Source: an optimization exercise on an open RTL-to-GDS flow (aim: small area). Production flows keep margins and buffers that such runs may drop.
Function was checked by simulation only, so behaviour that the tests miss may differ from the original.
Power figures rest on the tool's default switching activity, not on a simulated workload.

==> inputs of v25 <==
==> flow/design.v <==
`default_nettype none
package synth_pkg;
	localparam int SAMPLE_W      = 16;
	localparam int PHASE_W       = 32;
	localparam int SPI_WORD_BITS = 16;
	localparam int SPI_CNT_W     = $clog2(SPI_WORD_BITS + 2);	 
	typedef logic signed [SAMPLE_W-1:0] sample_t;
	typedef logic [SPI_WORD_BITS-1:0]   pitch_t;
	typedef logic [PHASE_W-1:0]         phase_t;
	localparam logic [31:0] SAW_BASE = 32'd50000;	 
	localparam logic [7*13-1:0] SAW_DIFF = {
		13'd7612, 13'd6789, 13'd5336, 13'd4577,
		13'd3077, 13'd2777, 13'd1333
	};
endpackage
`default_nettype wire
`timescale 1ns/1ns
`default_nettype none
module spi_word_rx
(
	input  logic   clk,
	input  logic   trigger,
	input  logic   sck,
	input  logic   mosi,
	input  logic   cs,	 
	output synth_pkg::pitch_t pitch,
	output logic   accept,	 
	output logic   pitch_ok	 
);
	logic [2:0] sck_sync;
	logic [1:0] mosi_sync;	 
	logic [2:0] ncs_sync;	 
	logic sck_rise;
	logic cs_rise;
	logic cs_low;
	logic [synth_pkg::SPI_CNT_W-1:0] bit_cnt;
	synth_pkg::pitch_t               shreg;	 
	assign sck_rise = sck_sync[1] & ~sck_sync[2];
	assign cs_rise  = ~ncs_sync[1] & ncs_sync[2];
	assign cs_low   = ncs_sync[1];
	always_ff @(posedge clk or posedge trigger) begin
		if (trigger) begin
			sck_sync <= '0;
			ncs_sync <= '0;	 
		end else begin
			sck_sync <= {sck_sync[1:0], sck};
			ncs_sync <= {ncs_sync[1:0], ~cs};
		end
	end
	always_ff @(posedge clk)
		mosi_sync <= {mosi_sync[0], mosi};
	always_ff @(posedge clk) begin
		if (!cs_low) begin
			bit_cnt <= '0;	 
		end else if (sck_rise && bit_cnt <= synth_pkg::SPI_CNT_W'(synth_pkg::SPI_WORD_BITS)) begin
			bit_cnt <= bit_cnt + 1'b1;
		end
	end
	always_ff @(posedge clk) begin
		if (sck_rise)
			shreg <= {shreg[synth_pkg::SPI_WORD_BITS-2:0], mosi_sync[1]};
	end
	assign accept = cs_rise && bit_cnt == synth_pkg::SPI_CNT_W'(synth_pkg::SPI_WORD_BITS);
	always_ff @(posedge clk) begin
		if (accept)
			pitch <= shreg;
	end
	always_ff @(posedge clk or posedge trigger) begin
		if (trigger)
			pitch_ok <= 1'b0;
		else if (accept)
			pitch_ok <= 1'b1;
	end
endmodule
`default_nettype wire
`default_nettype none
`default_nettype wire
`default_nettype none
`default_nettype wire
`default_nettype none
`default_nettype wire
`timescale 1ns/1ns
`default_nettype none
module synth_top
(
	input  logic clk,
	input  logic trigger,
	input  logic sck,
	input  logic mosi,
	input  logic cs,
	output logic i2s_bck,
	output logic i2s_lrck,
	output logic i2s_din
);
	synth_pkg::pitch_t pitch;
	logic accept;	 
	logic pitch_ok;	 
	spi_word_rx i_rx (
		.clk     (clk),
		.trigger (trigger),
		.sck     (sck),
		.mosi    (mosi),
		.cs      (cs),
		.pitch   (pitch),
		.accept  (accept),
		.pitch_ok(pitch_ok)
	);
	logic [7:0] cnt;	 
	logic [7:0] v;		 
	logic       run;	 
	logic       live;	 
	assign v = cnt + 1'b1;
	always_ff @(posedge clk or posedge trigger) begin
		if (trigger) begin
			cnt   <= 8'd255;
			run   <= 1'b0;
			live  <= 1'b0;
		end else begin
			cnt   <= v;
			run   <= 1'b1;
			if (cnt == 8'd254)
				live <= 1'b1;
		end
	end
	logic [4:0] j;		 
	logic [2:0] slot;	 
	logic       step;	 
	logic       vslot;	 
	assign j     = cnt[4:0];
	assign slot  = cnt[7:5];
	assign step  = slot == 3'd0;
	assign vslot = slot == 3'd7;
	logic [8:0] m;
	logic       nz;
	logic       note_pend;
	logic tick;	 
	logic m_set;	 
	logic m_dec;	 
	assign tick  = cnt == 8'd255;
	assign m_set = tick & note_pend;
	assign m_dec = tick & (m != 9'd0);
	always_ff @(posedge clk or posedge trigger) begin
		if (trigger) begin
			m         <= '0;
			nz        <= 1'b0;
			note_pend <= 1'b0;
		end else begin
			m <= (m - {8'd0, m_dec}) | {9{m_set}};
			if (m_set)
				nz <= 1'b1;
			else if (tick && m == 9'd0)
				nz <= 1'b0;
			if (tick)
				note_pend <= accept;	 
			else if (accept)
				note_pend <= 1'b1;
		end
	end
	logic [15:0] snap;
	logic        snap_ok;
	always_ff @(posedge clk) begin
		if (cnt == 8'd0) begin
			snap    <= {pitch[8:0], pitch[15:9]};
			snap_ok <= pitch_ok;
		end else begin
			snap    <= {snap[0], snap[15:1]};
		end
	end
	logic [31:0] a_r;
	logic [31:0] k_r;
	logic        a_in;
	logic        k_in;
	logic        kc;		 
	logic [1:0]  ac;		 
	logic        k_old, a_old, kci, pbit, cbit;
	logic [1:0]  aci;
	logic [2:0]  a_sum;
	assign k_old = k_r[0] & live;	 
	assign a_old = a_r[0] & live;
	assign kci   = (j == 5'd0) ? 1'b1 : kc;
	assign aci   = (j == 5'd0) ? 2'd0 : ac;
	assign pbit  = snap[0] & snap_ok & (j >= 5'd8) & (j <= 5'd23);
	assign cbit  = synth_pkg::SAW_BASE[j];
	assign a_sum = a_old + pbit + cbit + aci;
	assign k_in = step ? (k_old ^ kci) : k_r[0];
	assign a_in = step ? a_sum[0] : a_r[0];
	always_ff @(posedge clk) begin
		k_r <= {k_in, k_r[31:1]};
		a_r <= {a_in, a_r[31:1]};
		kc  <= k_old & kci;
		ac  <= a_sum[2:1];
	end
	logic [15:0] dn;
	logic        dc;
	logic        dci;
	logic        d_src;
	logic        add_y;
	logic [1:0]  d_sum;
	logic        y;		 
	always_comb begin
		if (cnt >= 8'd19 && cnt <= 8'd31)
			d_src = a_in;			 
		else if (cnt >= 8'd32 && cnt <= 8'd34)
			d_src = cnt == 8'd34;	 
		else
			d_src = dn[0];
	end
	assign add_y = !vslot && (j >= 5'd19);
	assign dci   = (cnt[3:0] == 4'd3) ? 1'b0 : dc;
	assign d_sum = d_src + (y & add_y) + dci;
	always_ff @(posedge clk) begin
		dn <= {d_sum[0], dn[15:1]};
		dc <= d_sum[1];
	end
	logic        z;
	logic        x;
	logic [12:0] coef;
	logic [12:1] dl;	 
	logic [12:0] opnd;
	logic [3:0]  uc;
	logic [3:0]  uci;
	logic [4:0]  u_sum;
	assign z = vslot ? ((j >= 5'd16) ? dl[1] : dn[3]) : k_in;
	assign x = vslot ? 1'b0 : a_in;
	always_comb begin
		if (vslot)
			coef = {m, nz, nz, nz, nz};	 
		else
			coef = synth_pkg::SAW_DIFF[13*slot +: 13];
	end
	assign opnd = coef & {dl, z};
	assign uci  = (j == 5'd0) ? 4'd0 : uc;
	always_comb begin
		u_sum = {4'd0, x} + {1'b0, uci};
		for (int s = 0; s < 13; s++)
			u_sum = u_sum + {4'd0, opnd[s]};
	end
	assign y = u_sum[0];
	always_ff @(posedge clk) begin
		uc <= u_sum[4:1];
		if (j == 5'd31)
			dl <= '0;
		else
			dl <= {dl[11:1], z};
	end
	logic [31:0] out_r;
	logic        out_in;
	always_comb begin
		if (cnt >= 8'd237 && cnt <= 8'd252)
			out_in = y;		 
		else if (cnt >= 8'd253 || cnt <= 8'd12)
			out_in = dn[6];	 
		else
			out_in = out_r[0];
	end
	always_ff @(posedge clk)
		out_r <= {out_in, out_r[31:1]};
	logic [3:0] lo;
	logic [1:0] tap;
	logic       st;
	logic       din;
	assign lo  = {1'b0, v[2:0]} + {1'b0, v[5:3]};
	assign tap = ~(v[7:6] + v[4:3] + {1'b0, lo[3]});
	always_ff @(posedge clk) begin
		if (lo[2:0] == 3'd4)
			case (tap)
			2'd0:    st <= out_in;	 
			2'd1:    st <= out_r[8];
			2'd2:    st <= out_r[16];
			default: st <= out_r[24];
			endcase
	end
	always_ff @(posedge clk or posedge trigger) begin
		if (trigger)
			din <= 1'b0;
		else if (cnt[2:0] == 3'd7)
			din <= live & st;
	end
	assign i2s_bck  = cnt[2] & run;
	assign i2s_lrck = cnt[7] & run;
	assign i2s_din  = din;
endmodule
`default_nettype wire
==> flow/flow/run.sh <==
#!/bin/bash
# The standard layout (standard.sh), with two changes: the clock tree is
# built without balancing dummy loads, in sink clusters of up to 18 behind
# clkbuf_8 buffers, from a clkbuf_4 root, and the ports are buffered with
# buf_1 cells. Each tool's output goes to flow.log.
set -euo pipefail
export CTS_ARGS="-sink_clustering_enable -repair_clock_nets -sink_clustering_size 18 -sink_clustering_max_diameter 300 -buf_list sky130_fd_sc_hd__clkbuf_8 -root_buf sky130_fd_sc_hd__clkbuf_4 -dont_use_dummy_load"
export BUFFER_PORTS_ARGS="-buffer_cell sky130_fd_sc_hd__buf_1"
bash standard.sh > flow.log 2>&1
==> flow/standard.sh <==
#!/bin/bash
# synth_recipe.tcl (not shown) runs the flow's synth.tcl, then flattens the netlist and writes it again
# the make line also repeats each setting of config.mk as NAME=value (left out here)
make -C /OpenROAD-flow-scripts/flow DESIGN_CONFIG=/design/flow/config.mk WORK_HOME=/design/flow/orfs CLKGATE_MAP_FILE= SYNTH_SCRIPT=/design/flow/synth_recipe.tcl "${@:-finish}"
==> flow/config.mk <==
export PLATFORM = sky130hd
export DESIGN_NAME = synth_top
export DESIGN_NICKNAME = synth_top
export VERILOG_FILES = /design/flow/design.v
export SDC_FILE = /design/flow/constraint.sdc
export NUM_CORES = 4
export LEC_CHECK = 0
export CAP_MARGIN = 20
export CORE_MARGIN = 2
export CORE_UTILIZATION = 80
export CTS_BUF_LIST = sky130_fd_sc_hd__clkbuf_8
export CTS_CLUSTER_DIAMETER = 300
export CTS_CLUSTER_SIZE = 18
export SLEW_MARGIN = 20
==> flow/constraint.sdc <==
create_clock -name core_clock -period 10.0 [get_ports {clk}]
set_input_delay 2.0000 -clock core_clock [delete_from_list [all_inputs] [get_ports {clk}]]
set_output_delay 2.0000 -clock core_clock [all_outputs]
set_load 0.01 [all_outputs]
==> v2: changes against v25 <==
==> flow/design.v, changed modules only <==
module spi_word_rx
(
	input  logic   clk,
	input  logic   trigger,
	input  logic   sck,
	input  logic   mosi,
	input  logic   cs,	 
	output synth_pkg::pitch_t pitch,
	output logic   accept	 
);
	logic [2:0] sck_sync;
	logic [1:0] mosi_sync;	 
	logic [2:0] ncs_sync;	 
	logic sck_rise;
	logic cs_rise;
	logic cs_low;
	logic [synth_pkg::SPI_CNT_W-1:0] bit_cnt;
	synth_pkg::pitch_t               shreg;	 
	assign sck_rise = sck_sync[1] & ~sck_sync[2];
	assign cs_rise  = ~ncs_sync[1] & ncs_sync[2];
	assign cs_low   = ncs_sync[1];
	always_ff @(posedge clk or posedge trigger) begin
		if (trigger) begin
			sck_sync <= '0;
			ncs_sync <= '0;	 
		end else begin
			sck_sync <= {sck_sync[1:0], sck};
			ncs_sync <= {ncs_sync[1:0], ~cs};
		end
	end
	always_ff @(posedge clk)
		mosi_sync <= {mosi_sync[0], mosi};
	always_ff @(posedge clk) begin
		if (!cs_low) begin
			bit_cnt <= '0;	 
		end else if (sck_rise && bit_cnt <= synth_pkg::SPI_CNT_W'(synth_pkg::SPI_WORD_BITS)) begin
			bit_cnt <= bit_cnt + 1'b1;
		end
	end
	always_ff @(posedge clk) begin
		if (sck_rise)
			shreg <= {shreg[synth_pkg::SPI_WORD_BITS-2:0], mosi_sync[1]};
	end
	assign accept = cs_rise && bit_cnt == synth_pkg::SPI_CNT_W'(synth_pkg::SPI_WORD_BITS);
	always_ff @(posedge clk or posedge trigger) begin
		if (trigger)
			pitch <= '0;
		else if (accept)
			pitch <= shreg;
	end
endmodule
module synth_top
(
	input  logic clk,
	input  logic trigger,
	input  logic sck,
	input  logic mosi,
	input  logic cs,
	output logic i2s_bck,
	output logic i2s_lrck,
	output logic i2s_din
);
	synth_pkg::pitch_t pitch;
	logic accept;	 
	spi_word_rx i_rx (
		.clk     (clk),
		.trigger (trigger),
		.sck     (sck),
		.mosi    (mosi),
		.cs      (cs),
		.pitch   (pitch),
		.accept  (accept)
	);
	logic [7:0] cnt;	 
	logic       run;	 
	logic       live;	 
	always_ff @(posedge clk or posedge trigger) begin
		if (trigger) begin
			cnt   <= 8'd0;
			run   <= 1'b0;
			live  <= 1'b0;
		end else begin
			cnt   <= cnt + {7'd0, run};
			run   <= 1'b1;
			if (cnt == 8'd254)
				live <= 1'b1;
		end
	end
	logic [4:0] j;		 
	logic [2:0] slot;	 
	logic       step;	 
	logic       vslot;	 
	assign j     = cnt[4:0];
	assign slot  = cnt[7:5];
	assign step  = slot == 3'd0;
	assign vslot = slot == 3'd7;
	logic [8:0] m;
	logic       nz;
	logic       note_pend;
	always_ff @(posedge clk or posedge trigger) begin
		if (trigger) begin
			m         <= '0;
			nz        <= 1'b0;
			note_pend <= 1'b0;
		end else begin
			if (cnt == 8'd255) begin
				note_pend <= accept;	 
				if (note_pend) begin
					m  <= 9'd511;
					nz <= 1'b1;
				end else if (m != 9'd0) begin
					m <= m - 1'b1;
				end else begin
					nz <= 1'b0;
				end
			end else if (accept) begin
				note_pend <= 1'b1;
			end
		end
	end
	logic [15:0] snap;
	always_ff @(posedge clk) begin
		if (cnt == 8'd0)
			snap <= {pitch[8:0], pitch[15:9]};
		else
			snap <= {snap[0], snap[15:1]};
	end
	logic [31:0] a_r;
	logic [31:0] k_r;
	logic        a_in;
	logic        k_in;
	logic        kc;		 
	logic [1:0]  ac;		 
	logic        k_old, a_old, kci, pbit, cbit;
	logic [1:0]  aci;
	logic [2:0]  a_sum;
	assign k_old = k_r[0] & live;	 
	assign a_old = a_r[0] & live;
	assign kci   = (j == 5'd0) ? 1'b1 : kc;
	assign aci   = (j == 5'd0) ? 2'd0 : ac;
	assign pbit  = snap[0] & (j >= 5'd8) & (j <= 5'd23);
	assign cbit  = synth_pkg::SAW_BASE[j];
	assign a_sum = a_old + pbit + cbit + aci;
	assign k_in = step ? (k_old ^ kci) : k_r[0];
	assign a_in = step ? a_sum[0] : a_r[0];
	always_ff @(posedge clk) begin
		k_r <= {k_in, k_r[31:1]};
		a_r <= {a_in, a_r[31:1]};
		kc  <= k_old & kci;
		ac  <= a_sum[2:1];
	end
	logic [15:0] dn;
	logic        dc;
	logic        dci;
	logic        d_src;
	logic        add_y;
	logic [1:0]  d_sum;
	logic        y;		 
	always_comb begin
		if (cnt >= 8'd19 && cnt <= 8'd31)
			d_src = a_in;			 
		else if (cnt >= 8'd32 && cnt <= 8'd34)
			d_src = cnt == 8'd34;	 
		else
			d_src = dn[0];
	end
	assign add_y = !vslot && (j >= 5'd19);
	assign dci   = (cnt[3:0] == 4'd3) ? 1'b0 : dc;
	assign d_sum = d_src + (y & add_y) + dci;
	always_ff @(posedge clk) begin
		dn <= {d_sum[0], dn[15:1]};
		dc <= d_sum[1];
	end
	logic        z;
	logic        x;
	logic [12:0] coef;
	logic [12:1] dl;	 
	logic [12:0] opnd;
	logic [3:0]  uc;
	logic [3:0]  uci;
	logic [4:0]  u_sum;
	assign z = vslot ? ((j >= 5'd16) ? dl[1] : dn[3]) : k_in;
	assign x = vslot ? 1'b0 : a_in;
	always_comb begin
		if (vslot)
			coef = {m, nz, nz, nz, nz};	 
		else
			coef = synth_pkg::SAW_DIFF[13*slot +: 13];
	end
	assign opnd = coef & {dl, z};
	assign uci  = (j == 5'd0) ? 4'd0 : uc;
	always_comb begin
		u_sum = {4'd0, x} + {1'b0, uci};
		for (int s = 0; s < 13; s++)
			u_sum = u_sum + {4'd0, opnd[s]};
	end
	assign y = u_sum[0];
	always_ff @(posedge clk) begin
		uc <= u_sum[4:1];
		if (j == 5'd31)
			dl <= '0;
		else
			dl <= {dl[11:1], z};
	end
	logic [31:0] out_r;
	logic        out_in;
	always_comb begin
		if (cnt >= 8'd237 && cnt <= 8'd252)
			out_in = y;		 
		else if (cnt >= 8'd253 || cnt <= 8'd12)
			out_in = dn[6];	 
		else
			out_in = out_r[0];
	end
	always_ff @(posedge clk)
		out_r <= {out_in, out_r[31:1]};
	logic [4:0] nb;		 
	logic [4:0] tp;		 
	logic       st;
	logic       din;
	assign nb = 5'(({1'b0, cnt} + 9'd9) >> 3);
	assign tp = 5'd28 - nb - cnt[4:0];
	always_ff @(posedge clk) begin
		if (tp[2:0] == 3'd0)
			case (tp[4:3])
			2'd0:    st <= out_in;	 
			2'd1:    st <= out_r[8];
			2'd2:    st <= out_r[16];
			default: st <= out_r[24];
			endcase
	end
	always_ff @(posedge clk or posedge trigger) begin
		if (trigger)
			din <= 1'b0;
		else if (cnt[2:0] == 3'd7)
			din <= live & st;
	end
	assign i2s_bck  = cnt[2];	 
	assign i2s_lrck = cnt[7];
	assign i2s_din  = din;
endmodule
==> flow/flow/run.sh (replaced) <==
#!/bin/bash
# The standard layout (standard.sh), with one change: the clock tree is
# built without balancing dummy loads, in sink clusters of up to 18 behind
# clkbuf_8 buffers, from a clkbuf_4 root. Each tool's output goes to flow.log.
set -euo pipefail
export CTS_ARGS="-sink_clustering_enable -repair_clock_nets -sink_clustering_size 18 -sink_clustering_max_diameter 300 -buf_list sky130_fd_sc_hd__clkbuf_8 -root_buf sky130_fd_sc_hd__clkbuf_4 -dont_use_dummy_load"
bash standard.sh > flow.log 2>&1
- CORE_UTILIZATION: 80 -> 70
==> v14: changes against v25 <==
==> flow/design.v, changed modules only <==
module spi_word_rx
(
	input  logic   clk,
	input  logic   trigger,
	input  logic   sck,
	input  logic   mosi,
	input  logic   cs,	 
	output synth_pkg::pitch_t pitch,
	output logic   accept	 
);
	logic [2:0] sck_sync;
	logic [1:0] mosi_sync;	 
	logic [2:0] ncs_sync;	 
	logic sck_rise;
	logic cs_rise;
	logic cs_low;
	logic [synth_pkg::SPI_CNT_W-1:0] bit_cnt;
	synth_pkg::pitch_t               shreg;	 
	assign sck_rise = sck_sync[1] & ~sck_sync[2];
	assign cs_rise  = ~ncs_sync[1] & ncs_sync[2];
	assign cs_low   = ncs_sync[1];
	always_ff @(posedge clk or posedge trigger) begin
		if (trigger) begin
			sck_sync <= '0;
			ncs_sync <= '0;	 
		end else begin
			sck_sync <= {sck_sync[1:0], sck};
			ncs_sync <= {ncs_sync[1:0], ~cs};
		end
	end
	always_ff @(posedge clk)
		mosi_sync <= {mosi_sync[0], mosi};
	always_ff @(posedge clk) begin
		if (!cs_low) begin
			bit_cnt <= '0;	 
		end else if (sck_rise && bit_cnt <= synth_pkg::SPI_CNT_W'(synth_pkg::SPI_WORD_BITS)) begin
			bit_cnt <= bit_cnt + 1'b1;
		end
	end
	always_ff @(posedge clk) begin
		if (sck_rise)
			shreg <= {shreg[synth_pkg::SPI_WORD_BITS-2:0], mosi_sync[1]};
	end
	assign accept = cs_rise && bit_cnt == synth_pkg::SPI_CNT_W'(synth_pkg::SPI_WORD_BITS);
	always_ff @(posedge clk or posedge trigger) begin
		if (trigger)
			pitch <= '0;
		else if (accept)
			pitch <= shreg;
	end
endmodule
module synth_top
(
	input  logic clk,
	input  logic trigger,
	input  logic sck,
	input  logic mosi,
	input  logic cs,
	output logic i2s_bck,
	output logic i2s_lrck,
	output logic i2s_din
);
	synth_pkg::pitch_t pitch;
	logic accept;	 
	spi_word_rx i_rx (
		.clk     (clk),
		.trigger (trigger),
		.sck     (sck),
		.mosi    (mosi),
		.cs      (cs),
		.pitch   (pitch),
		.accept  (accept)
	);
	logic [7:0] cnt;	 
	logic       run;	 
	logic       live;	 
	always_ff @(posedge clk or posedge trigger) begin
		if (trigger) begin
			cnt   <= 8'd0;
			run   <= 1'b0;
			live  <= 1'b0;
		end else begin
			cnt   <= cnt + {7'd0, run};
			run   <= 1'b1;
			if (cnt == 8'd254)
				live <= 1'b1;
		end
	end
	logic [4:0] j;		 
	logic [2:0] slot;	 
	logic       step;	 
	logic       vslot;	 
	assign j     = cnt[4:0];
	assign slot  = cnt[7:5];
	assign step  = slot == 3'd0;
	assign vslot = slot == 3'd7;
	logic [8:0] m;
	logic       nz;
	logic       note_pend;
	logic tick;	 
	logic m_set;	 
	logic m_dec;	 
	assign tick  = cnt == 8'd255;
	assign m_set = tick & note_pend;
	assign m_dec = tick & (m != 9'd0);
	always_ff @(posedge clk or posedge trigger) begin
		if (trigger) begin
			m         <= '0;
			nz        <= 1'b0;
			note_pend <= 1'b0;
		end else begin
			m <= (m - {8'd0, m_dec}) | {9{m_set}};
			if (m_set)
				nz <= 1'b1;
			else if (tick && m == 9'd0)
				nz <= 1'b0;
			if (tick)
				note_pend <= accept;	 
			else if (accept)
				note_pend <= 1'b1;
		end
	end
	logic [15:0] snap;
	always_ff @(posedge clk) begin
		if (cnt == 8'd0)
			snap <= {pitch[8:0], pitch[15:9]};
		else
			snap <= {snap[0], snap[15:1]};
	end
	logic [31:0] a_r;
	logic [31:0] k_r;
	logic        a_in;
	logic        k_in;
	logic        kc;		 
	logic [1:0]  ac;		 
	logic        k_old, a_old, kci, pbit, cbit;
	logic [1:0]  aci;
	logic [2:0]  a_sum;
	assign k_old = k_r[0] & live;	 
	assign a_old = a_r[0] & live;
	assign kci   = (j == 5'd0) ? 1'b1 : kc;
	assign aci   = (j == 5'd0) ? 2'd0 : ac;
	assign pbit  = snap[0] & (j >= 5'd8) & (j <= 5'd23);
	assign cbit  = synth_pkg::SAW_BASE[j];
	assign a_sum = a_old + pbit + cbit + aci;
	assign k_in = step ? (k_old ^ kci) : k_r[0];
	assign a_in = step ? a_sum[0] : a_r[0];
	always_ff @(posedge clk) begin
		k_r <= {k_in, k_r[31:1]};
		a_r <= {a_in, a_r[31:1]};
		kc  <= k_old & kci;
		ac  <= a_sum[2:1];
	end
	logic [15:0] dn;
	logic        dc;
	logic        dci;
	logic        d_src;
	logic        add_y;
	logic [1:0]  d_sum;
	logic        y;		 
	always_comb begin
		if (cnt >= 8'd19 && cnt <= 8'd31)
			d_src = a_in;			 
		else if (cnt >= 8'd32 && cnt <= 8'd34)
			d_src = cnt == 8'd34;	 
		else
			d_src = dn[0];
	end
	assign add_y = !vslot && (j >= 5'd19);
	assign dci   = (cnt[3:0] == 4'd3) ? 1'b0 : dc;
	assign d_sum = d_src + (y & add_y) + dci;
	always_ff @(posedge clk) begin
		dn <= {d_sum[0], dn[15:1]};
		dc <= d_sum[1];
	end
	logic        z;
	logic        x;
	logic [12:0] coef;
	logic [12:1] dl;	 
	logic [12:0] opnd;
	logic [3:0]  uc;
	logic [3:0]  uci;
	logic [4:0]  u_sum;
	assign z = vslot ? ((j >= 5'd16) ? dl[1] : dn[3]) : k_in;
	assign x = vslot ? 1'b0 : a_in;
	always_comb begin
		if (vslot)
			coef = {m, nz, nz, nz, nz};	 
		else
			coef = synth_pkg::SAW_DIFF[13*slot +: 13];
	end
	assign opnd = coef & {dl, z};
	assign uci  = (j == 5'd0) ? 4'd0 : uc;
	always_comb begin
		u_sum = {4'd0, x} + {1'b0, uci};
		for (int s = 0; s < 13; s++)
			u_sum = u_sum + {4'd0, opnd[s]};
	end
	assign y = u_sum[0];
	always_ff @(posedge clk) begin
		uc <= u_sum[4:1];
		if (j == 5'd31)
			dl <= '0;
		else
			dl <= {dl[11:1], z};
	end
	logic [31:0] out_r;
	logic        out_in;
	always_comb begin
		if (cnt >= 8'd237 && cnt <= 8'd252)
			out_in = y;		 
		else if (cnt >= 8'd253 || cnt <= 8'd12)
			out_in = dn[6];	 
		else
			out_in = out_r[0];
	end
	always_ff @(posedge clk)
		out_r <= {out_in, out_r[31:1]};
	logic [7:0] v;
	logic [3:0] lo;
	logic [1:0] tap;
	logic       st;
	logic       din;
	assign v   = cnt + 1'b1;
	assign lo  = {1'b0, v[2:0]} + {1'b0, v[5:3]};
	assign tap = ~(v[7:6] + v[4:3] + {1'b0, lo[3]});
	always_ff @(posedge clk) begin
		if (lo[2:0] == 3'd4)
			case (tap)
			2'd0:    st <= out_in;	 
			2'd1:    st <= out_r[8];
			2'd2:    st <= out_r[16];
			default: st <= out_r[24];
			endcase
	end
	always_ff @(posedge clk or posedge trigger) begin
		if (trigger)
			din <= 1'b0;
		else if (cnt[2:0] == 3'd7)
			din <= live & st;
	end
	assign i2s_bck  = cnt[2];	 
	assign i2s_lrck = cnt[7];
	assign i2s_din  = din;
endmodule
==> flow/flow/run.sh (replaced) <==
#!/bin/bash
# The standard layout (standard.sh), with two changes: the clock tree is
# built without balancing dummy loads, in sink clusters of up to 18 behind
# clkbuf_8 buffers, from a clkbuf_4 root, and the ports are buffered with
# buf_1 cells. Each tool's output goes to flow.log.
set -euo pipefail
export CTS_ARGS="-sink_clustering_enable -repair_clock_nets -sink_clustering_size 20 -sink_clustering_max_diameter 300 -buf_list sky130_fd_sc_hd__clkbuf_8 -root_buf sky130_fd_sc_hd__clkbuf_4 -dont_use_dummy_load"
export BUFFER_PORTS_ARGS="-buffer_cell sky130_fd_sc_hd__buf_1"
bash standard.sh > flow.log 2>&1
==> summary.txt <==
Between v25 and v14, the lower synthesized cell count is in v14 (gap 0.36%, measured against v14).
Against v2, the critical path depth of v14 is lower by 1.
v2 finished with timing, DRC and antenna clean. v25 completed with no timing, DRC or antenna violations. v14 ran to the end with no violations.
The lowest global-route usage belongs to v2, the highest to v25.
Power is about the same in v14 and v2.
The lowest clock skew belongs to v14, the highest to v25.
The highest via count belongs to v25, the lowest to v2.
The highest routed wire length belongs to v25, the lowest to v2.
First-iteration DRC count: v25 > v2 > v14.
Of v14 and v2, v2 has the higher die area (gap 12%, measured against v2).
Sequential power is about the same in v14 and v2.
Between v14 and v25, the lower sequential cell count is in v14 (gap 2).

port drivers added, routing unchanged:
The results above use ideal ports. As a check the final layouts listed here were re-extracted and re-timed, cells and wires unchanged. Step 1, drivers: a clkbuf_16 drives clk and a buf_2 each remaining input, both assumed. Step 2, shift: input delay + t, output delay - t, t = (earliest + latest rising clock arrival at the registers) / 2. This alone moves slack from input paths to output paths. Slacks: ideal / step 1 / step 2; pairs: ideal / step 1.
run | t (ns) | setup slack, ns | worst setup path at the end | worst slew at a driven data input, ns
v25 | 0.551 | 3.821 / 3.821 / 3.821 | register to register | 0.03
v2 | 0.591 | 3.879 / 3.879 / 3.879 | register to register | 0.04
v14 | 0.585 | 3.569 / 3.569 / 3.569 | register to register | 0.03
After both steps every run listed still meets setup and hold.
